What follows belongs to an exercise in optimizing a design on an open flow for small area, a short achievable clock period and few clock cycles per item; a production flow would make more cautious choices. Where RTL was checked, it was by simulation tests only, not by an equivalence proof against the original. Only the layout flow was run in runs 1 and 6; the RTL was not checked for function there. Power and IR drop assume default switching activity.

### design/flow/config.mk
export PLATFORM = sky130hd
export DESIGN_NAME = cpu_core
export DESIGN_NICKNAME = cpu_core
export VERILOG_FILES = /design/flow/design.v
export SDC_FILE = /design/flow/constraint.sdc
export NUM_CORES = 4
export LEC_CHECK = 0
export ABC_CLOCK_PERIOD_IN_PS = 3000
export CAP_MARGIN = 20
export CORE_MARGIN = 2
export CORE_UTILIZATION = 50
export SLEW_MARGIN = 20
### design/flow/constraint.sdc
create_clock -name core_clock -period 10.0 [get_ports {clk}]
set_input_delay 2.0000 -clock core_clock [delete_from_list [all_inputs] [get_ports {clk}]]
set_output_delay 2.0000 -clock core_clock [all_outputs]
set_load 0.01 [all_outputs]
### design/flow/design.v
`timescale 1ns/1ps
`default_nettype none
module core_dec (
	input logic [31:0] i_w,
	output logic o_alu,
	output logic o_out,
	output logic o_we,
	output logic o_uses_ds,
	output logic o_uses_dt,
	output logic o_c_add,
	output logic o_c_and,
	output logic o_c_or,
	output logic o_c_xor,
	output logic o_c_sll,
	output logic o_sub,
	output logic o_a_zero,
	output logic [2:0] o_bsel
);
	logic [5:0] op;
	logic [5:0] fn;
	logic is_reg;
	logic f_add, f_sub, f_and, f_or, f_xor, f_sll;
	assign op = i_w[31:26];
	assign fn = i_w[5:0];
	assign is_reg = (op == 6'h01);
	assign f_add = (fn == 6'h20);
	assign f_sub = (fn == 6'h22);
	assign f_and = (fn == 6'h24);
	assign f_or = (fn == 6'h25);
	assign f_xor = (fn == 6'h26);
	assign f_sll = (fn == 6'h00);
	always_comb begin
		o_alu = 1'b0;
		o_out = 1'b0;
		o_uses_ds = 1'b0;
		o_uses_dt = 1'b0;
		o_c_add = 1'b0;
		o_c_and = 1'b0;
		o_c_or = 1'b0;
		o_c_xor = 1'b0;
		o_c_sll = 1'b0;
		o_sub = 1'b0;
		o_a_zero = 1'b0;
		o_bsel = 3'd0;
		case (op)
			6'h01: begin
				o_alu = 1'b1;
				o_uses_ds = f_add | f_sub | f_and | f_or | f_xor | f_sll;
				o_uses_dt = f_add | f_sub | f_and | f_or | f_xor;
				o_c_add = f_add | f_sub;
				o_sub = f_sub;
				o_c_and = f_and;
				o_c_or = f_or;
				o_c_xor = f_xor;
				o_c_sll = f_sll;
				o_bsel = f_sll ? 3'd4 : 3'd0;
			end
			6'h08: begin
				o_alu = 1'b1;
				o_uses_ds = 1'b1;
				o_c_add = 1'b1;
				o_bsel = 3'd1;
			end
			6'h0d: begin
				o_alu = 1'b1;
				o_uses_ds = 1'b1;
				o_c_or = 1'b1;
				o_bsel = 3'd2;
			end
			6'h0f: begin
				o_alu = 1'b1;
				o_c_or = 1'b1;
				o_a_zero = 1'b1;
				o_bsel = 3'd3;
			end
			6'h10: begin
				o_out = 1'b1;
				o_uses_ds = 1'b1;
			end
			default: ;
		endcase
		o_we = o_alu && (i_w[25:21] != 5'd0);
	end
endmodule
module core_rd (
	input logic [4:0] i_s,
	input logic [31:0][31:0] i_rf,
	input logic i_we_a,
	input logic [4:0] i_dd_a,
	input logic [31:0] i_res_a,
	input logic i_we_b,
	input logic [4:0] i_dd_b,
	input logic [31:0] i_res_b,
	output logic [31:0] o_v
);
	logic [31:0] sel;
	logic [31:0] rv;
	always_comb begin
		for (int r = 0; r < 32; r++) begin
			sel[r] = (r != 0) && (i_s == 5'(r));
		end
		rv = '0;
		for (int r = 1; r < 32; r++) begin
			rv = rv | ({32{sel[r]}} & i_rf[r]);
		end
		if (i_we_b && i_dd_b == i_s) begin
			o_v = i_res_b;
		end else if (i_we_a && i_dd_a == i_s) begin
			o_v = i_res_a;
		end else begin
			o_v = rv;
		end
	end
endmodule
module core_opb (
	input logic [31:0] i_w,
	input logic [31:0] i_t,
	input logic [2:0] i_bsel,
	input logic i_sub,
	output logic [31:0] o_v
);
	always_comb begin
		case (i_bsel)
			3'd0: o_v = i_sub ? ~i_t : i_t;
			3'd1: o_v = {{16{i_w[15]}}, i_w[15:0]};
			3'd2: o_v = {16'h0000, i_w[15:0]};
			3'd3: o_v = {i_w[15:0], 16'h0000};
			default: o_v = {27'd0, i_w[10:6]};
		endcase
	end
endmodule
module core_alu (
	input logic [31:0] i_a,
	input logic [31:0] i_b,
	input logic i_cin,
	input logic i_add,
	input logic i_and,
	input logic i_or,
	input logic i_xor,
	input logic i_sll,
	output logic [31:0] o_r
);
	assign o_r = ({32{i_add}} & (i_a + i_b + {31'd0, i_cin})) |
		({32{i_and}} & (i_a & i_b)) |
		({32{i_or}} & (i_a | i_b)) |
		({32{i_xor}} & (i_a ^ i_b)) |
		({32{i_sll}} & (i_a << i_b[4:0]));
endmodule
module core_udt (
	input logic [31:0] i_w,
	output logic o_udt
);
	logic [5:0] fn;
	assign fn = i_w[5:0];
	assign o_udt = (i_w[31:26] == 6'h01) &&
		(fn == 6'h20 || fn == 6'h22 || fn == 6'h24 || fn == 6'h25 || fn == 6'h26);
endmodule
module cpu_core (
	input logic clk,
	input logic rstn,
	output logic [12:0] o_i_addr,
	input logic [63:0] i_i_rdata,
	output logic [7:0] o_out_data,
	output logic o_out_vld,
	input logic i_out_rdy
);
	localparam int QC = 4;    
	localparam int OQ = 5;    
	logic [12:0] pc;
	logic arr_v;
	logic ahead;
	assign o_i_addr = pc;
	logic [31:0] q [QC];
	logic [QC-1:0] qt;        
	logic [QC-1:0] v;
	logic [QC+1:0] vx;
	logic [QC-1:0] vn;
	logic acc;
	logic [31:0] xa_a, xb_a, xa_b, xb_b;
	logic xcin_a, xcin_b;
	logic xadd_a, xand_a, xor_a, xxor_a, xsll_a;
	logic xadd_b, xand_b, xor_b, xxor_b, xsll_b;
	logic xwe_a, xwe_b;
	logic [4:0] xdd_a, xdd_b;
	logic xo_a, xo_b, xo_fwd;
	logic [1:0] xl_a, xl_b;
	logic [31:0] res_a, res_b;
	logic [31:0][31:0] rf;
	logic [31:0] wa, wb;
	logic va, vb;
	logic a_alu, a_out, a_we, a_uds, a_udt, a_add, a_and, a_or, a_xor, a_sll, a_sub, a_az;
	logic b_alu, b_out, b_we, b_uds, b_udt, b_add, b_and, b_or, b_xor, b_sll, b_sub, b_az;
	logic [2:0] a_bsel, b_bsel;
	assign wa = q[0];
	assign wb = q[1];
	assign va = v[0];
	assign vb = v[1];
	core_dec dec_a (
		.i_w(wa), .o_alu(a_alu), .o_out(a_out), .o_we(a_we), .o_uses_ds(a_uds),
		.o_uses_dt(a_udt), .o_c_add(a_add), .o_c_and(a_and), .o_c_or(a_or), .o_c_xor(a_xor),
		.o_c_sll(a_sll), .o_sub(a_sub), .o_a_zero(a_az), .o_bsel(a_bsel)
	);
	core_dec dec_b (
		.i_w(wb), .o_alu(b_alu), .o_out(b_out), .o_we(b_we), .o_uses_ds(b_uds),
		.o_uses_dt(b_udt), .o_c_add(b_add), .o_c_and(b_and), .o_c_or(b_or), .o_c_xor(b_xor),
		.o_c_sll(b_sll), .o_sub(b_sub), .o_a_zero(b_az), .o_bsel(b_bsel)
	);
	logic [7:0] oq [OQ];
	logic [2:0] ocnt;
	logic ovld;
	logic [2:0] opend;
	logic room1, room2;
	assign opend = ocnt + {2'b0, xo_a} + {2'b0, xo_b};
	assign room1 = opend <= 3'(OQ - 1);
	assign room2 = opend <= 3'(OQ - 2);
	logic iss_a, iss_b, raw_ab, fwd_ab;
	assign fwd_ab = a_we && wb[20:16] == wa[25:21];
	assign raw_ab = a_we && ((b_uds && !b_out && wb[20:16] == wa[25:21]) ||
		(b_udt && wb[15:11] == wa[25:21]));
	assign iss_a = va && (!a_out || room1);
	assign iss_b = iss_a && vb && !raw_ab && !(a_udt && b_udt) &&
		(!b_out || (a_out ? room2 : room1));
	assign vx = {2'b00, v};
	logic [31:0] qs [3][QC];
	logic [QC-1:0] qts [3];
	logic [QC-1:0] vs [3];
	logic in_t0, in_t1;
	core_udt udt0 (.i_w(i_i_rdata[63:32]), .o_udt(in_t0));
	core_udt udt1 (.i_w(i_i_rdata[31:0]), .o_udt(in_t1));
	logic [2:0] accs;
	always_comb begin
		for (int sh = 0; sh < 3; sh++) begin
			for (int i = 0; i < QC; i++) begin
				if (i + sh < QC && vx[i + sh]) begin
					qs[sh][i] = q[(i + sh) % QC];
					qts[sh][i] = qt[(i + sh) % QC];
				end else if (i == 0 || vx[i + sh - 1]) begin
					qs[sh][i] = i_i_rdata[63:32];
					qts[sh][i] = in_t0;
				end else begin
					qs[sh][i] = i_i_rdata[31:0];
					qts[sh][i] = in_t1;
				end
			end
			accs[sh] = arr_v && !vx[QC - 2 + sh];
			for (int i = 0; i < QC; i++) begin
				vs[sh][i] = vx[i + sh] || (accs[sh] && (i < 2 || vx[i + sh - 2]));
			end
		end
	end
	assign acc = iss_b ? accs[2] : (iss_a ? accs[1] : accs[0]);
	assign vn = iss_b ? vs[2] : (iss_a ? vs[1] : vs[0]);
	always_ff @(posedge clk) begin
		for (int i = 0; i < QC; i++) begin
			q[i] <= iss_b ? qs[2][i] : (iss_a ? qs[1][i] : qs[0][i]);
			qt[i] <= iss_b ? qts[2][i] : (iss_a ? qts[1][i] : qts[0][i]);
		end
	end
	logic hit;
	assign hit = (ahead == acc);
	always_ff @(posedge clk) begin
		if (!rstn) begin
			pc <= '0;
			arr_v <= 1'b0;
			ahead <= 1'b0;
			v <= '0;
		end else begin
			v <= vn;
			arr_v <= hit;
			if (hit) begin
				ahead <= !vn[QC-1];
				if (!vn[QC-1]) begin
					pc <= pc + 13'd1;
				end
			end else begin
				ahead <= 1'b0;
				pc <= ahead ? pc - 13'd1 : pc + 13'd1;
			end
		end
	end
	logic [31:0] ra_s, r_t, rb_s;
	logic [31:0] ob_a, ob_b;
	logic [4:0] t_addr;
	assign t_addr = qt[0] ? wa[15:11] : wb[15:11];
	core_rd rd0 (.i_s(wa[20:16]), .i_rf(rf), .i_we_a(xwe_a), .i_dd_a(xdd_a), .i_res_a(res_a),
		.i_we_b(xwe_b), .i_dd_b(xdd_b), .i_res_b(res_b), .o_v(ra_s));
	core_rd rd1 (.i_s(t_addr), .i_rf(rf), .i_we_a(xwe_a), .i_dd_a(xdd_a), .i_res_a(res_a),
		.i_we_b(xwe_b), .i_dd_b(xdd_b), .i_res_b(res_b), .o_v(r_t));
	core_rd rd2 (.i_s(wb[20:16]), .i_rf(rf), .i_we_a(xwe_a), .i_dd_a(xdd_a), .i_res_a(res_a),
		.i_we_b(xwe_b), .i_dd_b(xdd_b), .i_res_b(res_b), .o_v(rb_s));
	core_opb opb_a (.i_w(wa), .i_t(r_t), .i_bsel(a_bsel), .i_sub(a_sub), .o_v(ob_a));
	core_opb opb_b (.i_w(wb), .i_t(r_t), .i_bsel(b_bsel), .i_sub(b_sub), .o_v(ob_b));
	always_ff @(posedge clk) begin
		xa_a <= a_az ? 32'd0 : ra_s;
		xb_a <= ob_a;
		xcin_a <= a_sub;
		xadd_a <= a_add;
		xand_a <= a_and;
		xor_a <= a_or;
		xxor_a <= a_xor;
		xsll_a <= a_sll;
		xdd_a <= wa[25:21];
		xl_a <= wa[1:0];
		xa_b <= b_az ? 32'd0 : rb_s;
		xb_b <= ob_b;
		xcin_b <= b_sub;
		xadd_b <= b_add;
		xand_b <= b_and;
		xor_b <= b_or;
		xxor_b <= b_xor;
		xsll_b <= b_sll;
		xdd_b <= wb[25:21];
		xl_b <= wb[1:0];
		xo_fwd <= fwd_ab;
	end
	always_ff @(posedge clk) begin
		if (!rstn) begin
			xwe_a <= 1'b0;
			xwe_b <= 1'b0;
			xo_a <= 1'b0;
			xo_b <= 1'b0;
		end else begin
			xwe_a <= iss_a && a_we;
			xwe_b <= iss_b && b_we;
			xo_a <= iss_a && a_out;
			xo_b <= iss_b && b_out;
		end
	end
	core_alu alu_a (.i_a(xa_a), .i_b(xb_a), .i_cin(xcin_a), .i_add(xadd_a), .i_and(xand_a),
		.i_or(xor_a), .i_xor(xxor_a), .i_sll(xsll_a), .o_r(res_a));
	core_alu alu_b (.i_a(xa_b), .i_b(xb_b), .i_cin(xcin_b), .i_add(xadd_b), .i_and(xand_b),
		.i_or(xor_b), .i_xor(xxor_b), .i_sll(xsll_b), .o_r(res_b));
	logic [31:0] wsel_a, wsel_b, wkeep;
	always_comb begin
		for (int r = 0; r < 32; r++) begin
			wsel_b[r] = xwe_b && xdd_b == 5'(r);
			wsel_a[r] = xwe_a && xdd_a == 5'(r) && !wsel_b[r];
			wkeep[r] = !wsel_a[r] && !wsel_b[r];
		end
	end
	always_ff @(posedge clk) begin
		for (int r = 1; r < 32; r++) begin
			rf[r] <= ({32{wsel_b[r]}} & res_b) | ({32{wsel_a[r]}} & res_a) | ({32{wkeep[r]}} & rf[r]);
		end
	end
	logic [31:0] ov_b;
	logic [7:0] by_a, by_b;
	logic [7:0] p0, p1;
	logic pop;
	logic [2:0] base;
	logic [2:0] ocnt_n;
	assign ov_b = xo_fwd ? res_a : xa_b;
	always_comb begin
		case (xl_a)
			2'd0: by_a = xa_a[7:0];
			2'd1: by_a = xa_a[15:8];
			2'd2: by_a = xa_a[23:16];
			default: by_a = xa_a[31:24];
		endcase
		case (xl_b)
			2'd0: by_b = ov_b[7:0];
			2'd1: by_b = ov_b[15:8];
			2'd2: by_b = ov_b[23:16];
			default: by_b = ov_b[31:24];
		endcase
	end
	assign p0 = xo_a ? by_a : by_b;
	assign p1 = by_b;
	assign pop = ovld && i_out_rdy;
	assign base = ocnt - {2'b0, pop};
	assign ocnt_n = base + {2'b0, xo_a} + {2'b0, xo_b};
	always_ff @(posedge clk) begin
		for (int i = 0; i < OQ; i++) begin
			if (3'(i) < base) begin
				oq[i] <= pop ? oq[(i + 1) % OQ] : oq[i];
			end else if (3'(i) == base) begin
				oq[i] <= p0;
			end else if (3'(i) == base + 3'd1) begin
				oq[i] <= p1;
			end
		end
	end
	always_ff @(posedge clk) begin
		if (!rstn) begin
			ocnt <= '0;
			ovld <= 1'b0;
		end else begin
			ocnt <= ocnt_n;
			ovld <= (ocnt_n != 3'd0);
		end
	end
	assign o_out_data = oq[0];
	assign o_out_vld = ovld;
endmodule
`default_nettype wire
### design/flow/flow/run.sh
#!/bin/bash
# The standard layout, with timing repair aimed further below the clock period.
set -euo pipefail
bash standard.sh SETUP_SLACK_MARGIN=7 finish > standard_flow.log 2>&1
### design/flow/standard.sh
#!/bin/bash
# synth_recipe.tcl (not shown) runs the flow's synth.tcl, then flattens the netlist and writes it again
# the make line also repeats each setting of config.mk as NAME=value (left out here)
make -C /OpenROAD-flow-scripts/flow DESIGN_CONFIG=/design/flow/config.mk WORK_HOME=/design/flow/orfs CLKGATE_MAP_FILE= SYNTH_SCRIPT=/design/flow/synth_recipe.tcl "${@:-finish}"
==> flow_summary.toml, run 1 <==
[yosys]
ys_seq_area_share_pct = 32.7
synth_top_area_share_pct = 29.0
syn_area_um2 = 85500
syn_area_per_cell_um2 = 7.68
synth-seq-cells = 1346
synthFlopType = "dfxtp_1"
synth_fp_nets = 11300
synth_edf_count = 106
async_flop_share_pct = 0
yosys-top-cells-area = "dfxtp_1 (29%), a22oi_1 (9.9%), o211ai_1 (8.1%)"
ys_types = 109
synth_area_leader_cell = "dfxtp_1"
yosysWarnings = 13
netlist_instances = 11100

[place]
numPlacedInstances = 12600
port_buffers = 88
gp_congestion = 1.14
hpwl_mm = 359

[clocking]
cts_sinks = 1346
h-tree-depth = 4
root_buffer = "clkbuf_16"
cts_hold_buf = 0
cts_buffer_depth = 3
cts_buffers = 153

[outcome]
outcome = "stopped before the end"
tool.error = "[ERROR GRT-0116] Global routing finished with congestion. Check the congestion regions in the DRC Viewer."
outcome.stop_stage = "5_1_grt"

[die]
initial_core_util_pct = 50.4
rows = 151
die_h_um = 418
die_w_um = 418
io_pins = 89

[global_route]
grt_usage_pct = 83.3
grt_max_degree = 83
grt_pass1_vias = 120000
grt_overflow = 253
grt_pass1_wl_mm = 1040
Yosys cell counts, types with 138 or more instances:
cell / instances
o211ai_1: 922
o21ai_0: 1249
nor2_1: 636
nand3_1: 203
a22oi_1: 1132
clkbuf_1: 1002
ha_1: 138
nand4_1: 145
nand2_1: 1798
mux2i_1: 181
a22o_1: 148
a221oi_1: 170
dfxtp_1: 1240
a21oi_1: 381
inv_1: 180
power groups by stage:
stage	Combinational [mW]	Clock, mW	Sequential [mW]
3_5_place_dp	4.73	0	7.05
4_1_cts	6.85	6.13	6.82
2_1_floorplan	2.83	0	6.52
3_3_place_gp	4.65	0	7.04
metal layers:
metal,overflow,global-route usage [%]
met5,2,56.2
met3,18,76.5
met1,22,85.8
met2,90,91.9
met4,121,74.9
cell families after synthesis:
group	after synthesis	share of synthesized area, %
compound gates	4641	36.7
xor+xnor	94	0.963
fa+ha+maj	145	2.17
buf+inv	1362	6.13
flops	1346	32.7
mux	335	4.96
simple gates	3214	16.3
worst max-delay path by stage:
stage	slack, ns	from	cells after the start	endpoint
after detailed placement	4.26	q[1][27]	11	q[0][7]
after global placement	4.30	q[1][27]	11	q[0][9]
after CTS	6.32	xa_a[25]	14	xa_b[29]
after floorplan	6.21	i_out_rdy	11	oq[4][0]
stage by stage:
stage	hold slack [ns]	worst slack, ns	instance area [µm²]
floorplan	0.346	6.21	86600
CTS	0.397	6.32	115000
detailed placement	0.384	4.26	89700
global placement	0.374	4.30	89600
what timing repair did:
action                                   CTS
gates cloned                             164
setup buffers                            802
resized for setup                       2681
pin swaps                                482
endpoints found under the setup margin  1408
==> run 2, diff against run 1 <==
--- a/design/flow/design.v
+++ b/design/flow/design.v
@@ -95,12 +95,3 @@
 );
-	logic [31:0] sel;
-	logic [31:0] rv;
 	always_comb begin
-		for (int r = 0; r < 32; r++) begin
-			sel[r] = (r != 0) && (i_s == 5'(r));
-		end
-		rv = '0;
-		for (int r = 1; r < 32; r++) begin
-			rv = rv | ({32{sel[r]}} & i_rf[r]);
-		end
 		if (i_we_b && i_dd_b == i_s) begin
@@ -109,4 +100,6 @@
 			o_v = i_res_a;
+		end else if (i_s == 5'd0) begin
+			o_v = '0;
 		end else begin
-			o_v = rv;
+			o_v = i_rf[i_s];
 		end
@@ -332,13 +325,9 @@
 		.i_or(xor_b), .i_xor(xxor_b), .i_sll(xsll_b), .o_r(res_b));
-	logic [31:0] wsel_a, wsel_b, wkeep;
-	always_comb begin
-		for (int r = 0; r < 32; r++) begin
-			wsel_b[r] = xwe_b && xdd_b == 5'(r);
-			wsel_a[r] = xwe_a && xdd_a == 5'(r) && !wsel_b[r];
-			wkeep[r] = !wsel_a[r] && !wsel_b[r];
-		end
-	end
 	always_ff @(posedge clk) begin
 		for (int r = 1; r < 32; r++) begin
-			rf[r] <= ({32{wsel_b[r]}} & res_b) | ({32{wsel_a[r]}} & res_a) | ({32{wkeep[r]}} & rf[r]);
+			if (xwe_b && xdd_b == 5'(r)) begin
+				rf[r] <= res_b;
+			end else if (xwe_a && xdd_a == 5'(r)) begin
+				rf[r] <= res_a;
+			end
 		end
==> design/flow/run.sh (new file) <==
#!/bin/bash
# synth_recipe.tcl (not shown) runs the flow's synth.tcl, then flattens the netlist and writes it again
# the make line also repeats each setting of config.mk as NAME=value (left out here)
make -C /OpenROAD-flow-scripts/flow DESIGN_CONFIG=/design/flow/config.mk WORK_HOME=/design/flow/orfs CLKGATE_MAP_FILE= SYNTH_SCRIPT=/design/flow/synth_recipe.tcl finish
--- a/design/flow/config.mk
+++ b/design/flow/config.mk
@@ -7,6 +7,6 @@
 export LEC_CHECK = 0
-export ABC_CLOCK_PERIOD_IN_PS = 3000
 export CAP_MARGIN = 20
 export CORE_MARGIN = 2
-export CORE_UTILIZATION = 50
+export CORE_UTILIZATION = 33
+export SETUP_SLACK_MARGIN = 4
 export SLEW_MARGIN = 20
removed: design/flow/flow/run.sh
removed: design/flow/standard.sh
==> run 2 against run 1 <==
  * Now clean on timing, DRC and antenna
  * Synthesized area is 11% higher
  * Synthesized cell count fell by 16%
==> flow_summary.toml, run 2 <==
[outcome]
outcome = "timing/DRC/antenna clean"

[power_and_ir_drop]
p_leak_nw = 37.8
p_total_mw = 27.5
ir_drop_mv = 0.265
power_per_cell_area_nw_per_um2 = 259

[timing]
post-route-period-util_pct = 56.1
worst_slack_ns = 4.39
fin_worst_skew_ns = 0.0635
setup_viol_count_final = 0
tightest_slew_ns = 1.31
fmax_mhz = 178
slew-limit-headroom_pct = 9.93
slew_viol_final = 0
hold_viol_final = 0
whs_ns = 0.470
tns_ns = 0
rsz0062_at_grt = "false"
finalCriticalPeriod_ns = 5.61

[yosys]
syn_area_um2 = 95200
synth-seq-cells = 1346
syn_area_per_cell_um2 = 10.2
netlist_instances = 9339
ys_seq_area_share_pct = 39.8
synth_fp_nets = 9550
synth_commonest_cells = "nor2_1 (1442), a21oi_1 (1275), edfxtp_1 (1098)"
yosysWarnings = 45
async_flop_share_pct = 0
ys_types = 100
synth_most_common_cell = "nor2_1"
synth_area_leader_cell = "edfxtp_1"
synth_top_area_share_pct = 34.6
synth_edf_count = 1098
synthFlopType = "edfxtp_1"
yosys-top-cells-area = "edfxtp_1 (35%), mux4_2 (18%), a21oi_1 (6.7%)"

[global_route]
grt_usage_pct = 29.7
grt_antenna_before_repair = 25
grt_pass1_wl_mm = 624
grt_max_degree = 107
grt_overflow = 0
grt_pass1_vias = 80300

[final_layout]
fin_nets = 9125
fin_area_um2 = 106000
mostFrequentLayoutCell = "nor2_1"
utilization_pct = 36.9
reg.largest.list = "rf x992, q x128, oq x40"
fin_cells = 12800
drive_above_1_share_pct = 18.2
regMostFlops = "rf"
largest_reg_flops = 992
syn2layout_area_growth_pct = 11.5
final_cell_mix = "nor2_1 (1405), a21oi_1 (1263), edfxtp_1 (1098)"

[place]
post_dp_cell_area_um2 = 101000
hpwl_mm = 284
numPlacedInstances = 12500
place_ws_ns = 4.09
port_buffers = 88
gp_congestion = 0.996

[worst_setup_path]
worstReg2RegEnd = "xb_a[22]"
crit_chain = "buf_4 > clkinvlp_4 > ha_1 > a211oi_1 > nor3_1 > o32ai_2 > a211oi_1 > o211ai_1 > nor2b_2 > buf_4 > nor2_1 > o2bb2ai_1 > o211ai_1"
cp_data_arrival_time_ns = 6.27
required_ns = 10.66
start_kind = "flip-flop"
rr_worst_depth = 13
crit_type = "flip-flop to flip-flop"
end_kind = "flip-flop"
r2r-start = "xb_a[2]"
crit_slowest_cell = "o2bb2ai_1"
r2r_slack_ns = 4.39
crit_fanout = 44
cpPeakStageDelay_ns = 0.85

[routing]
wl_met3_mm = 71.1
wl_per_cell_um = 35.1
route.detailed.drc = 0
num_vias = 86800
met1_length_mm = 159
routed.top_layer = "met5"
drt-total-wl_mm = 451
drtIter0Drc = 16700
wl_met2_mm = 183
vias_per_cell = 6.77
first_pass_iters = 9
ant_nets = 0

[clocking]
tritoncts = "built"
worstSkewPairLatency_ns = 0.88
cts_sinks = 1346
cts_buffers = 156
h-tree-depth = 4
root_buffer = "clkbuf_16"
cts_buffer_depth = 3
cts.reportedPaths.clkPinSlew_ns = 0.07

[die]
initial_core_util_pct = 33.1
io_pins = 89
core-area_um2 = 287000
rows = 197
die_h_um = 541
die_w_um = 541
design.die.area_um2 = 293000

[hold_path]
holdPathStages = 0
whs_endpoint = "xdd_b[4]"
hold_start = "q[1][25]"
hold_class = "flip-flop to flip-flop"

[run]
cap_violations = 0
==> run 2: cell count changes after synthesis, sizes merged, moves of 265 or more <==
| cell | delta |
|---|---|
| a21oi | +894 |
| dfxtp | -992 |
| mux4 | +702 |
| a22oi | -1040 |
| nand2 | -1035 |
| clkbuf | -265 |
| o211ai | -779 |
| mux2i | +278 |
| o21ai | -1000 |
| nor2 | +807 |
| edfxtp | +992 |
==> run 2: kinds of logic (layout without fill, tap and decap cells) <==
logic type | Yosys count | count (layout) | synth area share [%]
AO/OA/AOI/OAI | 2541 | 2541 | 16.1
XOR/XNOR | 121 | 121 | 1.11
adder cells (fa/ha/maj) | 144 | 144 | 1.94
buffers and inverters | 1147 | 853 | 4.75
flip-flops | 1346 | 1346 | 39.8
multiplexers | 1362 | 1362 | 24.5
other | 0 | 7 | 0
AND/OR/NAND/NOR | 2678 | 2678 | 11.7
==> run 2: cell type report <==
cell class,instances,area (µm²)
inverter,182,687
sequential,1346,38000
timing repair inverter,1,5.00
clock buffer,197,4140
antenna,7,17.5
multi-input combinational,6846,54100
fill,28000,181000
clock inverter,92,1090
timing repair buffer,381,3410
tap,3781,4730
==> run 2: worst max path at each step <==
stage / start / end / slack, ns
4_1_cts: xb_a[2] / oq[3][2] / 4.05
3_3_place_gp: xb_a[2] / oq[3][2] / 4.17
6_report: xb_a[2] / xb_a[22] / 4.39
2_1_floorplan: i_out_rdy / oq[4][0] / 5.52
3_5_place_dp: xb_a[2] / xb_a[23] / 4.09
5_1_grt: xb_a[2] / oq[1][2] / 4.11
==> run 2: report_power, final <==
group	internal, mW	total [mW]	switching, mW
registers	6.75	7.81	1.06
logic	4.93	13.7	8.72
clock network	3.39	6.04	2.65
==> run 2: worst max-delay path, delay by kind of cell (launching register included) <==
family,cells,cell delay [ns]
AO/OA/AOI/OAI,6,2.46
adder cells (fa/ha/maj),1,0.51
buffers and inverters,3,1.44
flip-flops,1,0.32
AND/OR/NAND/NOR,3,0.63
==> run 2: per-layer routing <==
metal,global-route usage [%],up-vias
met5,0,-
met4,20.4,24
met1,38.3,42300
met3,10.5,1888
li1,-,34500
met2,41.5,8098
==> run 2: repair_timing <==
| action | in CTS | in global routing |
|---|---|---|
| gates resized for setup | 0 | 2 |
| setup endpoints to repair | 0 | 19 |
| hold buffers | 0 | 0 |
| buffers inserted | 0 | 7 |
Testbench counts of run 2, summed over its fixed seeds: cycles 3,228, items 5,875.
==> run 3, diff against run 2 <==
--- a/design/flow/config.mk
+++ b/design/flow/config.mk
@@ -9,3 +9,3 @@
 export CORE_MARGIN = 2
-export CORE_UTILIZATION = 33
+export CORE_UTILIZATION = 40
 export SETUP_SLACK_MARGIN = 4
==> run 3 against run 2 <==
  * First-iteration DRC count shrank 7.8%
  * Synthesized area is the same
  * Sequential share of layout area grew 0.28 points
  * Non-clock buffer count shrank 6
  * Clock power is essentially flat
  * Via count shrank 1.2%
  * Register-to-register slack lost 0.26 ns
  * Combinational power is essentially flat
  * Utilization grew 7.5 points
  * Clock skew shrank 0.0056 ns
  * Sequential power grew 0.8%
==> flow_summary.toml, run 3 <==
[outcome]
outcome = "timing/DRC/antenna clean"

[worst_setup_path]
r2r_slack_ns = 4.13
crit_fanout = 46
required_ns = 10.73
crit_type = "flip-flop to flip-flop"
rr_worst_depth = 13
end_kind = "flip-flop"
start_kind = "flip-flop"
cp_data_arrival_time_ns = 6.59

[yosys]
synth-seq-cells = 1346
synthFlopType = "edfxtp_1"
synth_most_common_cell = "nor2_1"
synth_top_area_share_pct = 34.6
netlist_instances = 9339
synth_edf_count = 1098
synth_commonest_cells = "nor2_1 (1442), a21oi_1 (1275), edfxtp_1 (1098)"
async_flop_share_pct = 0
ys_seq_area_share_pct = 39.8
syn_area_um2 = 95200
yosysWarnings = 45
syn_area_per_cell_um2 = 10.2
synth_area_leader_cell = "edfxtp_1"
ys_types = 100
yosys-top-cells-area = "edfxtp_1 (35%), mux4_2 (18%), a21oi_1 (6.7%)"
synth_fp_nets = 9550

[final_layout]
largest_reg_flops = 992
syn2layout_area_growth_pct = 10.6
nFillCells = 21900
mostFrequentLayoutCell = "nor2_1"
final_cell_mix = "nor2_1 (1405), a21oi_1 (1264), edfxtp_1 (1098)"
drive_above_1_share_pct = 17.9
fin_cells = 12200
fin_nets = 9121
utilization_pct = 44.4
reg.largest.list = "rf x992, q x128, oq x40"
regMostFlops = "rf"
fin_area_um2 = 105000

[place]
place_ws_ns = 3.98
numPlacedInstances = 11900
port_buffers = 88
hpwl_mm = 273
gp_congestion = 1.01
post_dp_cell_area_um2 = 99800

[routing]
wl_per_cell_um = 36.0
first_pass_iters = 7
num_vias = 85800
route.detailed.drc = 0
drt-total-wl_mm = 440
drtIter0Drc = 15400
vias_per_cell = 7.02
ant_nets = 0

[timing]
rsz0062_at_grt = "false"
fmax_mhz = 170
fin_worst_skew_ns = 0.0580
hold_viol_final = 0
slew-limit-headroom_pct = 8.53
tns_ns = 0
setup_viol_count_final = 0
post-route-period-util_pct = 58.7
worst_slack_ns = 4.13
finalCriticalPeriod_ns = 5.87
whs_ns = 0.483
tightest_slew_ns = 1.37
slew_viol_final = 0

[clocking]
root_buffer = "clkbuf_16"
cts_buffers = 158
cts.reportedPaths.clkPinSlew_ns = 0.06
tritoncts = "built"
h-tree-depth = 4
worstSkewPairLatency_ns = 0.86
cts_sinks = 1346
cts_buffer_depth = 3

[die]
core-area_um2 = 237000
die_h_um = 492
initial_core_util_pct = 40.1
design.die.area_um2 = 242000
rows = 179
die_w_um = 492
io_pins = 89

[power_and_ir_drop]
p_clk_share_pct = 22.1
power.internal_mw = 15.1
p_seq_share_pct = 28.7
power_per_cell_area_nw_per_um2 = 260
combPwrFrac_pct = 49.2
switching_share_pct = 45.1
p_leak_nw = 37.8
ir_drop_mv = 0.174
p_switching_mw = 12.4
p_total_mw = 27.4

[hold_path]
hold_class = "flip-flop to flip-flop"
holdPathStages = 0

[run]
cap_violations = 0

[global_route]
grt_antenna_before_repair = 26
grt_usage_pct = 35.2
grt_overflow = 0
grt_max_degree = 116
grt_pass1_vias = 80400
grt_pass1_wl_mm = 610
run 3: cell types whose count changed in the layout (fill, tap and decap cells not counted), sizes merged:
cell / delta
bufinv: -3
diode: +9
clkbuf: +3
clkinv: +3
clkinvlp: -1
inv: -2
buf: -4
run 3: layout make-up:
type / count / area [µm²] / area share [%]
repair buffers: 375 / 3250 / 3.09
inverters: 182 / 691 / 0.656
clock inverters: 89 / 1050 / 0.999
clock buffers: 202 / 4290 / 4.08
multi-input cells: 6846 / 54000 / 51.3
repair inverters: 1 / 5.00 / 0.00476
flip-flops and latches: 1346 / 38000 / 36.1
diodes: 16 / 40.0 / 0.0380
well taps: 3167 / 3960 / 3.76
run 3: worst paths after layout:
check,start,end
worst max-delay path,q[1][14],xb_b[24]
worst min-delay path,q[1][21],xdd_b[0]
worst max register to register,q[1][14],xb_b[24]
worst min register to register,q[1][21],xdd_b[0]
run 3: critical path: stages, from the launching register on:
cell      delay [ns]
edfxtp_1        0.58
mux2i_4         0.20
buf_4           0.50
buf_4           0.75
nand2_1         0.29
nor4_1          0.52
a21o_1          0.23
buf_4           0.50
nor2_1          0.35
nand3_1         0.26
o31ai_1         0.12
a311oi_1        0.89
mux2i_1         0.30
nand3_1         0.11
run 3: timing repair:
action | CTS | global route
gates cloned | 0 | 1
hold buffers | 0 | 0
setup buffers | 1 | 0
endpoints found under the hold margin | 0 | 0
resized for setup | 0 | 2
setup endpoints to repair | 1 | 75
run 3: per-layer routing:
layer  wire [µm]  part of all wire [%]  GRT usage (%)  vias to the layer above
met2      185000                    42           50.4                     7658
met5         254                 0.058          0.238                        -
met3       65400                    15           12.3                     1874
met4       38000                   8.6           25.3                       32
li1            -                     -              -                    34500
met1      152000                    34           44.0                    41700
run 3: cell families after synthesis:
logic type | share of synthesized area [%]
muxes | 24.5
xor gates and xnor gates | 1.11
AOI/OAI and AO/OA | 16.1
buffers and inverters | 4.75
DFF | 39.8
and+or+nand+nor | 11.7
adders and majority gates | 1.94
run 3: power by group through the flow:
stage                     clock [mW]  combinational [mW]  sequential, mW
after floorplan                    0                8.67            7.18
after global placement             0                12.8            7.89
after detailed placement           0                12.9            7.89
after CTS                       6.07                12.9            7.78
after global routing            6.28                14.0            7.83
final                           6.07                13.5            7.87
==> run 4, diff against run 3 <==
--- a/design/flow/config.mk
+++ b/design/flow/config.mk
@@ -9,4 +9,4 @@
 export CORE_MARGIN = 2
-export CORE_UTILIZATION = 40
-export SETUP_SLACK_MARGIN = 4
+export CORE_UTILIZATION = 30
+export SETUP_SLACK_MARGIN = 4.6
 export SLEW_MARGIN = 20
==> run 4 against run 3 <==
  * Still clean on timing, DRC and antenna
  * Synthesized area unchanged
  * Utilization decreased by 11 points
  * Sequential share of layout area is 0.50 points lower
  * Register-to-register slack improved by 0.47 ns
  * Via count up 0.54%
  * First-iteration DRC count is 1.4% higher
  * Critical endpoint is now xb_a[27]
  * Largest cell class unchanged
  * Largest power group unchanged
  * Highest routed layer unchanged
==> flow_summary.toml, run 4 <==
[place]
hpwl_mm = 283
port_buffers = 88
numPlacedInstances = 12900
gp_congestion = 0.976

[hold_path]
holdPathStages = 0
hold_class = "flip-flop to flip-flop"

[yosys]
yosysWarnings = 45
synth_area_leader_cell = "edfxtp_1"
synthFlopType = "edfxtp_1"
synth_top_area_share_pct = 34.6
synth_edf_count = 1098
ys_seq_area_share_pct = 39.8
async_flop_share_pct = 0
syn_area_per_cell_um2 = 10.2
synth_commonest_cells = "nor2_1 (1442), a21oi_1 (1275), edfxtp_1 (1098)"
synth_fp_nets = 9550
netlist_instances = 9339
syn_area_um2 = 95200
synth_most_common_cell = "nor2_1"
yosys-top-cells-area = "edfxtp_1 (35%), mux4_2 (18%), a21oi_1 (6.7%)"
ys_types = 100
synth-seq-cells = 1346

[timing]
tightest_slew_ns = 1.32
hold_viol_final = 0
tns_ns = 0
fin_worst_skew_ns = 0.0516
finalCriticalPeriod_ns = 5.39
post-route-period-util_pct = 53.9
slew-limit-headroom_pct = 11.1
rsz0062_at_grt = "true"
setup_viol_count_final = 0
slew_viol_final = 0
fmax_mhz = 185

[outcome]
outcome = "timing/DRC/antenna clean"

[clocking]
cts_buffer_depth = 3
cts.reportedPaths.clkPinSlew_ns = 0.06
root_buffer = "clkbuf_16"
tritoncts = "built"
cts_buffers = 163
h-tree-depth = 4
cts_sinks = 1346
post_cts_buffers = 0
worstSkewPairLatency_ns = 0.87

[final_layout]
fin_cells = 13200
utilization_pct = 33.9
drive_above_1_share_pct = 18.2
reg.largest.list = "rf x992, q x128, oq x40"
fin_nets = 9139
nFillCells = 31300
final_cell_mix = "nor2_1 (1404), a21oi_1 (1261), edfxtp_1 (1098)"
syn2layout_area_growth_pct = 12.1
mostFrequentLayoutCell = "nor2_1"
largest_reg_flops = 992
regMostFlops = "rf"

[global_route]
grt_antenna_before_repair = 26
grt_pass1_wl_mm = 618
grt_usage_pct = 26.5
grt_max_degree = 111
grt_pass1_vias = 81700
grt_overflow = 0

[power_and_ir_drop]
power_per_cell_area_nw_per_um2 = 259
switching_share_pct = 44.9
power.internal_mw = 15.3
p_switching_mw = 12.4
p_leak_nw = 37.9
ir_drop_mv = 0.156
p_seq_share_pct = 28.6
p_clk_share_pct = 22.4
combPwrFrac_pct = 48.9

[worst_setup_path]
rr_worst_depth = 12
required_ns = 10.69
crit_fanout = 55
cp_data_arrival_time_ns = 6.08
start_kind = "flip-flop"
end_kind = "flip-flop"
crit_type = "flip-flop to flip-flop"

[die]
die_w_um = 567
die_h_um = 567
design.die.area_um2 = 322000
core-area_um2 = 315000
io_pins = 89
initial_core_util_pct = 30.2
rows = 206

[routing]
num_vias = 86300
ant_nets = 0
route.detailed.drc = 0
drt-total-wl_mm = 442
wl_per_cell_um = 33.4
drtIter0Drc = 15600
vias_per_cell = 6.52
first_pass_iters = 9

[run]
cap_violations = 0
## run 4: cell types whose count changed in the layout (fill, tap and decap cells not counted), sizes merged
cell      previous run  this run
inv                181       183
clkbuf             202       216
buf                287       301
clkinvlp            10         8
clkinv              68        61
## run 4: critical path, cell delays in order (launching register included)
cell and delay (ns):
edfxtp_1 0.36, buf_4 0.23, mux2_8 0.78, buf_4 0.75, mux4_2 0.60, and3_1 0.19
a31oi_1 0.24, a31oi_1 0.15, a31oi_1 0.71, o21ai_0 0.22, o2bb2ai_1 0.58, xor2_1 0.22
o21ai_0 0.09
## run 4: cells by family (layout without fill, tap and decap cells)
group,count (synthesis),count (layout),synth area share [%]
other cells,0,16,0
fa+ha+maj,144,144,1.94
flops,1346,1346,39.8
simple gates,2678,2678,11.7
compound gates,2541,2541,16.1
mux,1362,1362,24.5
xor+xnor,121,121,1.11
buf+inv,1147,870,4.75
## run 4: final timing paths
path	from	endpoint	slack, ns
max reg2reg	qt[0]	xb_a[27]	4.61
max	qt[0]	xb_a[27]	4.61
min reg2reg	q[1][22]	xdd_b[1]	0.54
min	q[1][22]	xdd_b[1]	0.54
## run 4: per-stage QoR
step | hold slack, ns | cell area (µm²) | setup WS, ns | power (mW)
after floorplan | 0.343 | 95200 | 5.52 | 15.9
after detailed placement | 0.489 | 101000 | 4.06 | 20.9
after global placement | 0.492 | 101000 | 3.87 | 20.8
after global routing | 0.519 | 107000 | 4.60 | 28.4
final | 0.540 | 107000 | 4.61 | 27.7
after CTS | 0.509 | 107000 | 4.59 | 27.1
## run 4: final cells by class
type / count / area, µm² / area share, %
clock inverter: 83 / 842 / 0.789
clock buffer: 216 / 4600 / 4.31
sequential: 1346 / 38000 / 35.6
inverter: 182 / 687 / 0.644
antenna: 16 / 40.0 / 0.0375
timing repair buffer: 389 / 3350 / 3.14
tap: 4160 / 5200 / 4.88
multi-input combinational: 6846 / 54000 / 50.6
## run 4: routing by layer
layer	GRT usage, %	part of all wire, %
met1	34.1	36
met2	37.7	41
met3	9.70	16
met4	15.8	7.1
met5	0.0744	0.030
## run 4: power groups by stage
stage,logic [mW],registers (mW),clock network [mW]
final,13.5,7.93,6.21
after floorplan,8.67,7.18,0
after global routing,14.1,7.90,6.42
after global placement,12.8,7.95,0
after CTS,13.0,7.83,6.20
after detailed placement,13.0,7.95,0
## run 4: repair_timing
item                       4_1_cts  5_1_grt
gates resized for setup          4       13
setup endpoints to repair       36       78
hold buffers                     0        0
==> run 5, diff against run 4 <==
--- a/design/flow/config.mk
+++ b/design/flow/config.mk
@@ -9,4 +9,4 @@
 export CORE_MARGIN = 2
-export CORE_UTILIZATION = 30
-export SETUP_SLACK_MARGIN = 4.6
+export CORE_UTILIZATION = 33
+export SETUP_SLACK_MARGIN = 5
 export SLEW_MARGIN = 20
==> run 5 against run 4 <==
  * Sequential power down 1%
  * Count of clock-buffer cells in the layout down 19
  * Register-to-register slack better by 0.16 ns
  * Via count up 0.68%
  * Still clean
  * Critical endpoint is now xa_a[1]
  * Sequential cell count unchanged
  * Final cell count down 3.0%
  * Worst hold slack worse by 0.073 ns
  * Wire length up 2.6%
  * Maximum frequency up 3.1%
  * Largest cell class unchanged
  * Power about the same
==> flow_summary.toml, run 5 <==
[timing]
slew_viol_final = 0
rsz0062_at_grt = "true"
post-route-period-util_pct = 52.3
worst_slack_ns = 4.77
hold_viol_final = 0
fmax_mhz = 191
tns_ns = 0
slew-limit-headroom_pct = 13.0
whs_ns = 0.467
setup_viol_count_final = 0
finalCriticalPeriod_ns = 5.23
fin_worst_skew_ns = 0.0586
tightest_slew_ns = 1.27

[place]
port_buffers = 88
gp_congestion = 0.996
hpwl_mm = 284
post_dp_cell_area_um2 = 101000
numPlacedInstances = 12500
place_ws_ns = 4.09

[hold_path]
hold_class = "flip-flop to flip-flop"
holdPathStages = 0

[yosys]
synth_fp_nets = 9550
synth_top_area_share_pct = 34.6
yosysWarnings = 45
synth_most_common_cell = "nor2_1"
async_flop_share_pct = 0
synth_area_leader_cell = "edfxtp_1"
ys_seq_area_share_pct = 39.8
netlist_instances = 9339
syn_area_per_cell_um2 = 10.2
synth-seq-cells = 1346
synthFlopType = "edfxtp_1"
yosys-top-cells-area = "edfxtp_1 (35%), mux4_2 (18%), a21oi_1 (6.7%)"
syn_area_um2 = 95200
synth_commonest_cells = "nor2_1 (1442), a21oi_1 (1275), edfxtp_1 (1098)"
ys_types = 100
synth_edf_count = 1098

[worst_setup_path]
cp_data_arrival_time_ns = 5.87
rr_worst_depth = 11
crit_type = "flip-flop to flip-flop"
required_ns = 10.64
crit_fanout = 86
start_kind = "flip-flop"
end_kind = "flip-flop"

[power_and_ir_drop]
p_leak_nw = 37.9
ir_drop_mv = 0.266
p_total_mw = 27.7
power_per_cell_area_nw_per_um2 = 260

[clocking]
tritoncts = "built"
worstSkewPairLatency_ns = 0.87
cts.reportedPaths.clkPinSlew_ns = 0.06
h-tree-depth = 4
cts_sinks = 1346
root_buffer = "clkbuf_16"
cts_buffer_depth = 3
cts_buffers = 156

[final_layout]
drive_above_1_share_pct = 18.5
fin_nets = 9125
fin_area_um2 = 106000
fin_cells = 12800
reg.largest.list = "rf x992, q x128, oq x40"
regMostFlops = "rf"
largest_reg_flops = 992
mostFrequentLayoutCell = "nor2_1"
final_cell_mix = "nor2_1 (1404), a21oi_1 (1258), edfxtp_1 (1098)"
utilization_pct = 37.0
syn2layout_area_growth_pct = 11.7

[outcome]
outcome = "timing/DRC/antenna clean"

[global_route]
grt_overflow = 0
grt_max_degree = 107
grt_usage_pct = 29.8
grt_antenna_before_repair = 24
grt_pass1_vias = 80400
grt_pass1_wl_mm = 625

[die]
initial_core_util_pct = 33.1
die_h_um = 541
io_pins = 89
die_w_um = 541
rows = 197
core-area_um2 = 287000
design.die.area_um2 = 293000

[routing]
vias_per_cell = 6.77
first_pass_iters = 10
wl_per_cell_um = 35.3
drtIter0Drc = 16900
route.detailed.drc = 0
ant_nets = 0
drt-total-wl_mm = 454
num_vias = 86900

[run]
cap_violations = 0
-- run 5: path summary, 6_finish.rpt --
| kind | from | slack, ns | end |
|---|---|---|---|
| worst min-delay path | q[1][25] | 0.47 | xdd_b[4] |
| worst max-delay path | q[0][17] | 4.77 | xa_a[1] |
| worst min register to register | q[1][25] | 0.47 | xdd_b[4] |
| worst max register to register | q[0][17] | 4.77 | xa_a[1] |
-- run 5: power breakdown --
part           total (mW)  internal, mW  switching, mW  leakage [nW]
combinational        13.8          4.98           8.82          23.1
clock                6.04          3.39           2.65          2.52
sequential           7.82          6.75           1.07          12.2
total                27.7          15.1           12.5          37.9
-- run 5: worst max-delay path, cell delays in order (launching register included) --
cell      delay [ns]
edfxtp_1        0.37
buf_4           0.21
buf_12          0.22
nor2_4          1.08
buf_4           0.92
a22oi_1         0.28
a32oi_1         0.26
o21ai_0         0.13
o21ai_0         0.82
o22ai_1         0.26
nor2_1          0.21
a211oi_1        0.09
-- run 5: area by class of cell --
class                   count  area, µm²
flip-flops and latches   1346      38000
well taps                3781       4730
repair buffers            377       3420
inverters                 182        693
fillers                 27900     181000
clock buffers             197       4140
diodes                      9       22.5
clock inverters            92       1090
repair inverters            1       5.00
multi-input cells        6850      54300
-- run 5: layer usage --
layer  vias up  wire length (µm)  global-route usage, %
met5         -               126                      0
met4        24             38200                   20.8
met3      1856             71200                   10.5
met2      8134            184000                   41.6
met1     42300            160000                   38.3
li1      34500                 -                      -
-- run 5: timing repair --
action,in CTS,in global routing
hold endpoints to repair,0,0
cloned,2,3
hold buffers,0,0
pin swaps,2,2
resized for setup,29,28
setup buffers,2,2
setup endpoints to repair,466,101
-- run 5: logic make-up after synthesis --
| logic type | synth area share [%] |
|---|---|
| DFF | 39.8 |
| buffers and inverters | 4.75 |
| muxes | 24.5 |
| AOI/OAI and AO/OA | 16.1 |
| adders and majority gates | 1.94 |
| xor gates and xnor gates | 1.11 |
| and+or+nand+nor | 11.7 |
==> run 6, diff against run 5 <==
--- a/design/flow/design.v
+++ b/design/flow/design.v
@@ -87,19 +87,12 @@
 	input logic [31:0][31:0] i_rf,
-	input logic i_we_a,
-	input logic [4:0] i_dd_a,
-	input logic [31:0] i_res_a,
-	input logic i_we_b,
-	input logic [4:0] i_dd_b,
-	input logic [31:0] i_res_b,
 	output logic [31:0] o_v
 );
+	logic [31:0] sel;
 	always_comb begin
-		if (i_we_b && i_dd_b == i_s) begin
-			o_v = i_res_b;
-		end else if (i_we_a && i_dd_a == i_s) begin
-			o_v = i_res_a;
-		end else if (i_s == 5'd0) begin
-			o_v = '0;
-		end else begin
-			o_v = i_rf[i_s];
+		for (int r = 0; r < 32; r++) begin
+			sel[r] = (r != 0) && (i_s == 5'(r));
+		end
+		o_v = '0;
+		for (int r = 1; r < 32; r++) begin
+			o_v = o_v | ({32{sel[r]}} & i_rf[r]);
 		end
@@ -107,2 +100,14 @@
 endmodule
+module core_fwd (
+	input logic [4:0] i_s,
+	input logic i_use,
+	input logic i_we_a,
+	input logic [4:0] i_dd_a,
+	input logic i_we_b,
+	input logic [4:0] i_dd_b,
+	output logic [1:0] o_f
+);
+	assign o_f[1] = i_use && i_we_b && i_dd_b == i_s;
+	assign o_f[0] = i_use && i_we_a && i_dd_a == i_s && !o_f[1];
+endmodule
 module core_opb (
@@ -111,3 +116,2 @@
 	input logic [2:0] i_bsel,
-	input logic i_sub,
 	output logic [31:0] o_v
@@ -116,3 +120,3 @@
 		case (i_bsel)
-			3'd0: o_v = i_sub ? ~i_t : i_t;
+			3'd0: o_v = i_t;
 			3'd1: o_v = {{16{i_w[15]}}, i_w[15:0]};
@@ -127,3 +131,7 @@
 	input logic [31:0] i_b,
-	input logic i_cin,
+	input logic [1:0] i_fa,
+	input logic [1:0] i_fb,
+	input logic [31:0] i_wr_a,
+	input logic [31:0] i_wr_b,
+	input logic i_sub,
 	input logic i_add,
@@ -133,9 +141,15 @@
 	input logic i_sll,
+	output logic [31:0] o_a,
 	output logic [31:0] o_r
 );
-	assign o_r = ({32{i_add}} & (i_a + i_b + {31'd0, i_cin})) |
-		({32{i_and}} & (i_a & i_b)) |
-		({32{i_or}} & (i_a | i_b)) |
-		({32{i_xor}} & (i_a ^ i_b)) |
-		({32{i_sll}} & (i_a << i_b[4:0]));
+	logic [31:0] b;
+	logic [31:0] bs;
+	assign o_a = i_fa[1] ? i_wr_b : (i_fa[0] ? i_wr_a : i_a);
+	assign b = i_fb[1] ? i_wr_b : (i_fb[0] ? i_wr_a : i_b);
+	assign bs = b ^ {32{i_sub}};
+	assign o_r = ({32{i_add}} & (o_a + bs + {31'd0, i_sub})) |
+		({32{i_and}} & (o_a & b)) |
+		({32{i_or}} & (o_a | b)) |
+		({32{i_xor}} & (o_a ^ b)) |
+		({32{i_sll}} & (o_a << b[4:0]));
 endmodule
@@ -160,3 +174,3 @@
 	localparam int QC = 4;    
-	localparam int OQ = 5;    
+	localparam int OQ = 6;    
 	logic [12:0] pc;
@@ -172,5 +186,5 @@
 	logic [31:0] xa_a, xb_a, xa_b, xb_b;
-	logic xcin_a, xcin_b;
-	logic xadd_a, xand_a, xor_a, xxor_a, xsll_a;
-	logic xadd_b, xand_b, xor_b, xxor_b, xsll_b;
+	logic [1:0] xfa_a, xfb_a, xfa_b, xfb_b;
+	logic xsub_a, xadd_a, xand_a, xor_a, xxor_a, xsll_a;
+	logic xsub_b, xadd_b, xand_b, xor_b, xxor_b, xsll_b;
 	logic xwe_a, xwe_b;
@@ -180,2 +194,4 @@
 	logic [31:0] res_a, res_b;
+	logic [31:0] opa_a, opa_b;
+	logic [31:0] wr_a, wr_b;
 	logic [31:0][31:0] rf;
@@ -201,2 +217,4 @@
 	logic [7:0] oq [OQ];
+	logic wo_a, wo_b;             
+	logic [7:0] wby_a, wby_b;
 	logic [2:0] ocnt;
@@ -205,3 +223,3 @@
 	logic room1, room2;
-	assign opend = ocnt + {2'b0, xo_a} + {2'b0, xo_b};
+	assign opend = ocnt + {2'b0, xo_a} + {2'b0, xo_b} + {2'b0, wo_a} + {2'b0, wo_b};
 	assign room1 = opend <= 3'(OQ - 1);
@@ -219,2 +237,3 @@
 	logic [QC-1:0] vs [3];
+	logic [2:0] accs;
 	logic in_t0, in_t1;
@@ -222,3 +241,2 @@
 	core_udt udt1 (.i_w(i_i_rdata[31:0]), .o_udt(in_t1));
-	logic [2:0] accs;
 	always_comb begin
@@ -276,11 +294,17 @@
 	logic [4:0] t_addr;
+	logic [1:0] fa_a, fb_a, fa_b, fb_b;
 	assign t_addr = qt[0] ? wa[15:11] : wb[15:11];
-	core_rd rd0 (.i_s(wa[20:16]), .i_rf(rf), .i_we_a(xwe_a), .i_dd_a(xdd_a), .i_res_a(res_a),
-		.i_we_b(xwe_b), .i_dd_b(xdd_b), .i_res_b(res_b), .o_v(ra_s));
-	core_rd rd1 (.i_s(t_addr), .i_rf(rf), .i_we_a(xwe_a), .i_dd_a(xdd_a), .i_res_a(res_a),
-		.i_we_b(xwe_b), .i_dd_b(xdd_b), .i_res_b(res_b), .o_v(r_t));
-	core_rd rd2 (.i_s(wb[20:16]), .i_rf(rf), .i_we_a(xwe_a), .i_dd_a(xdd_a), .i_res_a(res_a),
-		.i_we_b(xwe_b), .i_dd_b(xdd_b), .i_res_b(res_b), .o_v(rb_s));
-	core_opb opb_a (.i_w(wa), .i_t(r_t), .i_bsel(a_bsel), .i_sub(a_sub), .o_v(ob_a));
-	core_opb opb_b (.i_w(wb), .i_t(r_t), .i_bsel(b_bsel), .i_sub(b_sub), .o_v(ob_b));
+	core_rd rd0 (.i_s(wa[20:16]), .i_rf(rf), .o_v(ra_s));
+	core_rd rd1 (.i_s(t_addr), .i_rf(rf), .o_v(r_t));
+	core_rd rd2 (.i_s(wb[20:16]), .i_rf(rf), .o_v(rb_s));
+	core_opb opb_a (.i_w(wa), .i_t(r_t), .i_bsel(a_bsel), .o_v(ob_a));
+	core_opb opb_b (.i_w(wb), .i_t(r_t), .i_bsel(b_bsel), .o_v(ob_b));
+	core_fwd fwa_a (.i_s(wa[20:16]), .i_use(!a_az), .i_we_a(xwe_a), .i_dd_a(xdd_a),
+		.i_we_b(xwe_b), .i_dd_b(xdd_b), .o_f(fa_a));
+	core_fwd fwb_a (.i_s(wa[15:11]), .i_use(a_bsel == 3'd0), .i_we_a(xwe_a), .i_dd_a(xdd_a),
+		.i_we_b(xwe_b), .i_dd_b(xdd_b), .o_f(fb_a));
+	core_fwd fwa_b (.i_s(wb[20:16]), .i_use(!b_az), .i_we_a(xwe_a), .i_dd_a(xdd_a),
+		.i_we_b(xwe_b), .i_dd_b(xdd_b), .o_f(fa_b));
+	core_fwd fwb_b (.i_s(wb[15:11]), .i_use(b_bsel == 3'd0), .i_we_a(xwe_a), .i_dd_a(xdd_a),
+		.i_we_b(xwe_b), .i_dd_b(xdd_b), .o_f(fb_b));
 	always_ff @(posedge clk) begin
@@ -288,3 +312,5 @@
 		xb_a <= ob_a;
-		xcin_a <= a_sub;
+		xfa_a <= fa_a;
+		xfb_a <= fb_a;
+		xsub_a <= a_sub;
 		xadd_a <= a_add;
@@ -298,3 +324,5 @@
 		xb_b <= ob_b;
-		xcin_b <= b_sub;
+		xfa_b <= fa_b;
+		xfb_b <= fb_b;
+		xsub_b <= b_sub;
 		xadd_b <= b_add;
@@ -321,13 +349,23 @@
 	end
-	core_alu alu_a (.i_a(xa_a), .i_b(xb_a), .i_cin(xcin_a), .i_add(xadd_a), .i_and(xand_a),
-		.i_or(xor_a), .i_xor(xxor_a), .i_sll(xsll_a), .o_r(res_a));
-	core_alu alu_b (.i_a(xa_b), .i_b(xb_b), .i_cin(xcin_b), .i_add(xadd_b), .i_and(xand_b),
-		.i_or(xor_b), .i_xor(xxor_b), .i_sll(xsll_b), .o_r(res_b));
+	core_alu alu_a (.i_a(xa_a), .i_b(xb_a), .i_fa(xfa_a), .i_fb(xfb_a), .i_wr_a(wr_a),
+		.i_wr_b(wr_b), .i_sub(xsub_a), .i_add(xadd_a), .i_and(xand_a), .i_or(xor_a),
+		.i_xor(xxor_a), .i_sll(xsll_a), .o_a(opa_a), .o_r(res_a));
+	core_alu alu_b (.i_a(xa_b), .i_b(xb_b), .i_fa(xfa_b), .i_fb(xfb_b), .i_wr_a(wr_a),
+		.i_wr_b(wr_b), .i_sub(xsub_b), .i_add(xadd_b), .i_and(xand_b), .i_or(xor_b),
+		.i_xor(xxor_b), .i_sll(xsll_b), .o_a(opa_b), .o_r(res_b));
+	always_ff @(posedge clk) begin
+		wr_a <= res_a;
+		wr_b <= res_b;
+	end
+	logic [31:0] wsel_a, wsel_b, wkeep;
+	always_comb begin
+		for (int r = 0; r < 32; r++) begin
+			wsel_b[r] = xwe_b && xdd_b == 5'(r);
+			wsel_a[r] = xwe_a && xdd_a == 5'(r) && !wsel_b[r];
+			wkeep[r] = !wsel_a[r] && !wsel_b[r];
+		end
+	end
 	always_ff @(posedge clk) begin
 		for (int r = 1; r < 32; r++) begin
-			if (xwe_b && xdd_b == 5'(r)) begin
-				rf[r] <= res_b;
-			end else if (xwe_a && xdd_a == 5'(r)) begin
-				rf[r] <= res_a;
-			end
+			rf[r] <= ({32{wsel_b[r]}} & res_b) | ({32{wsel_a[r]}} & res_a) | ({32{wkeep[r]}} & rf[r]);
 		end
@@ -340,9 +378,9 @@
 	logic [2:0] ocnt_n;
-	assign ov_b = xo_fwd ? res_a : xa_b;
+	assign ov_b = xo_fwd ? res_a : opa_b;
 	always_comb begin
 		case (xl_a)
-			2'd0: by_a = xa_a[7:0];
-			2'd1: by_a = xa_a[15:8];
-			2'd2: by_a = xa_a[23:16];
-			default: by_a = xa_a[31:24];
+			2'd0: by_a = opa_a[7:0];
+			2'd1: by_a = opa_a[15:8];
+			2'd2: by_a = opa_a[23:16];
+			default: by_a = opa_a[31:24];
 		endcase
@@ -355,7 +393,20 @@
 	end
-	assign p0 = xo_a ? by_a : by_b;
-	assign p1 = by_b;
+	always_ff @(posedge clk) begin
+		wby_a <= by_a;
+		wby_b <= by_b;
+	end
+	always_ff @(posedge clk) begin
+		if (!rstn) begin
+			wo_a <= 1'b0;
+			wo_b <= 1'b0;
+		end else begin
+			wo_a <= xo_a;
+			wo_b <= xo_b;
+		end
+	end
+	assign p0 = wo_a ? wby_a : wby_b;
+	assign p1 = wby_b;
 	assign pop = ovld && i_out_rdy;
 	assign base = ocnt - {2'b0, pop};
-	assign ocnt_n = base + {2'b0, xo_a} + {2'b0, xo_b};
+	assign ocnt_n = base + {2'b0, wo_a} + {2'b0, wo_b};
 	always_ff @(posedge clk) begin
==> design/flow/flow/run.sh (new file) <==
#!/bin/bash
# The standard layout, with timing repair aimed further below the clock period.
set -euo pipefail
bash standard.sh SETUP_SLACK_MARGIN=6.5 finish > standard_flow.log 2>&1
==> design/flow/standard.sh (new file) <==
#!/bin/bash
# synth_recipe.tcl (not shown) runs the flow's synth.tcl, then flattens the netlist and writes it again
# the make line also repeats each setting of config.mk as NAME=value (left out here)
make -C /OpenROAD-flow-scripts/flow DESIGN_CONFIG=/design/flow/config.mk WORK_HOME=/design/flow/orfs CLKGATE_MAP_FILE= SYNTH_SCRIPT=/design/flow/synth_recipe.tcl "${@:-finish}"
--- a/design/flow/config.mk
+++ b/design/flow/config.mk
@@ -9,4 +9,4 @@
 export CORE_MARGIN = 2
-export CORE_UTILIZATION = 33
-export SETUP_SLACK_MARGIN = 5
+export CORE_UTILIZATION = 40
+export PLACE_DENSITY = 0.46
 export SLEW_MARGIN = 20
removed: design/flow/run.sh
==> run 6 against run 5 <==
  * The run now fails in 5_1_grt
  * Synthesized area is 6.0% lower
  * Synthesized cell count up 22%
==> flow_summary.toml, run 6 <==
[yosys]
yosys-top-cells-area = "dfxtp_1 (30%), o21ai_0 (7.4%), a22oi_1 (5.3%)"
syn_area_per_cell_um2 = 7.87
synth_edf_count = 114
synth_area_leader_cell = "dfxtp_1"
syn_area_um2 = 89500
yosysWarnings = 13
netlist_instances = 11400
async_flop_share_pct = 0
ys_types = 89
synth_fp_nets = 11600
synth_most_common_cell = "o21ai_0"
ys_seq_area_share_pct = 33.6
synth_top_area_share_pct = 29.8
synth_commonest_cells = "o21ai_0 (1332), dfxtp_1 (1330), nor2_1 (1152)"
synthFlopType = "dfxtp_1"
synth-seq-cells = 1444

[die]
die_h_um = 477
rows = 173
initial_core_util_pct = 40.3
io_pins = 89
die_w_um = 477

[global_route]
grt_overflow = 5
grt_usage_pct = 66.4
grt_max_degree = 83

[clocking]
cts_hold_buf = 0
root_buffer = "clkbuf_16"
cts_buffer_depth = 3
cts_sinks = 1444
cts_buffers = 173
h-tree-depth = 4

[outcome]
outcome.stop_stage = "5_1_grt"
tool.error = "[ERROR GRT-0232] Routing congestion too high. Check the congestion heatmap in the GUI."
outcome = "stopped before the end"

[place]
gp_congestion = 1.09
numPlacedInstances = 13700
place_ws_ns = 4.05
port_buffers = 88
hpwl_mm = 408
run 6: cell types whose count changed after synthesis, moves of 189 or more:
cell      change
o22ai_1     +285
a221oi_1    +335
a22oi_1     +533
dfxtp_1    +1082
o211ai_1    +189
a22o_1      +352
edfxtp_1    -984
clkbuf_1    +322
nor2_1      -290
o21ai_0     +971
mux4_2      -751
a211o_1     +216
a21oi_1     -826
run 6: timing repair:
item | in CTS
pin swaps | 421
resized for setup | 1554
hold endpoints to repair | 0
setup buffers | 432
setup endpoints to repair | 1515
gates cloned | 129
run 6: stage by stage:
step           hold WS, ns  power, mW  util [%]  cell area (µm²)
3_3_place_gp         0.409       12.0      43.0            95500
4_1_cts              0.420       19.7      51.5           115000
3_5_place_dp         0.407       12.1      43.0            95600
2_1_floorplan        0.346       9.55         -            91100
run 6: power by group through the flow:
| stage | combinational [mW] | clock (mW) | sequential (mW) |
|---|---|---|---|
| 2_1_floorplan | 2.76 | 0 | 6.79 |
| 4_1_cts | 5.88 | 6.80 | 7.06 |
| 3_5_place_dp | 4.84 | 0 | 7.22 |
| 3_3_place_gp | 4.80 | 0 | 7.21 |
run 6: kinds of logic after synthesis:
logic type,synth area share (%)
flip-flops,33.6
AO/OA/AOI/OAI,36.4
adder cells (fa/ha/maj),2.90
multiplexers,5.23
buffers and inverters,5.99
XOR/XNOR,1.52
AND/OR/NAND/NOR,14.3
run 6: how the worst max path moves through the flow:
stage,slack (ns),start,cells past startpoint,to
2_1_floorplan,5.69,xfb_a[0],17,wby_b[6]
3_3_place_gp,4.09,wo_a,10,q[1][31]
4_1_cts,5.53,xfa_b[0],19,rf[474]
3_5_place_dp,4.05,wo_a,12,pc[12]
run 6: routing by layer:
metal	GRT overflow	global-route usage, %
met2	2	77.8
met3	0	52.2
met4	0	56.5
met1	3	72.2
met5	0	33.5

## port drivers added, routing unchanged
No port has a modelled driver above. Below, the same layouts with a new extraction and two added sets of constraints.
Step 1: set_driving_cell puts a clkbuf_16 on clk and a buf_2 on each other input, an assumption about the parent block.
Step 2 also shifts input and output timing later by t, the mid clock arrival at the registers, as if the neighbouring blocks saw the same clock.
Three values: ideal ports, drivers, drivers and shift; two values: the first two.
run	t, ns	setup WS [ns]	hold slack, ns
run 2	0.949	4.389 / 4.389 / 4.108	0.470 / 0.470 / 0.470
run 3	0.932	4.133 / 4.133 / 3.966	0.483 / 0.483 / 0.483
run 4	0.930	4.606 / 4.606 / 3.985	0.540 / 0.540 / 0.540
run 5	0.946	4.770 / 4.770 / 4.461	0.467 / 0.467 / 0.467
After both steps every run listed still meets setup and hold. The setup slack of run 4, which loses most, moves by 0.000 ns with the drivers and by -0.621 ns with both steps.
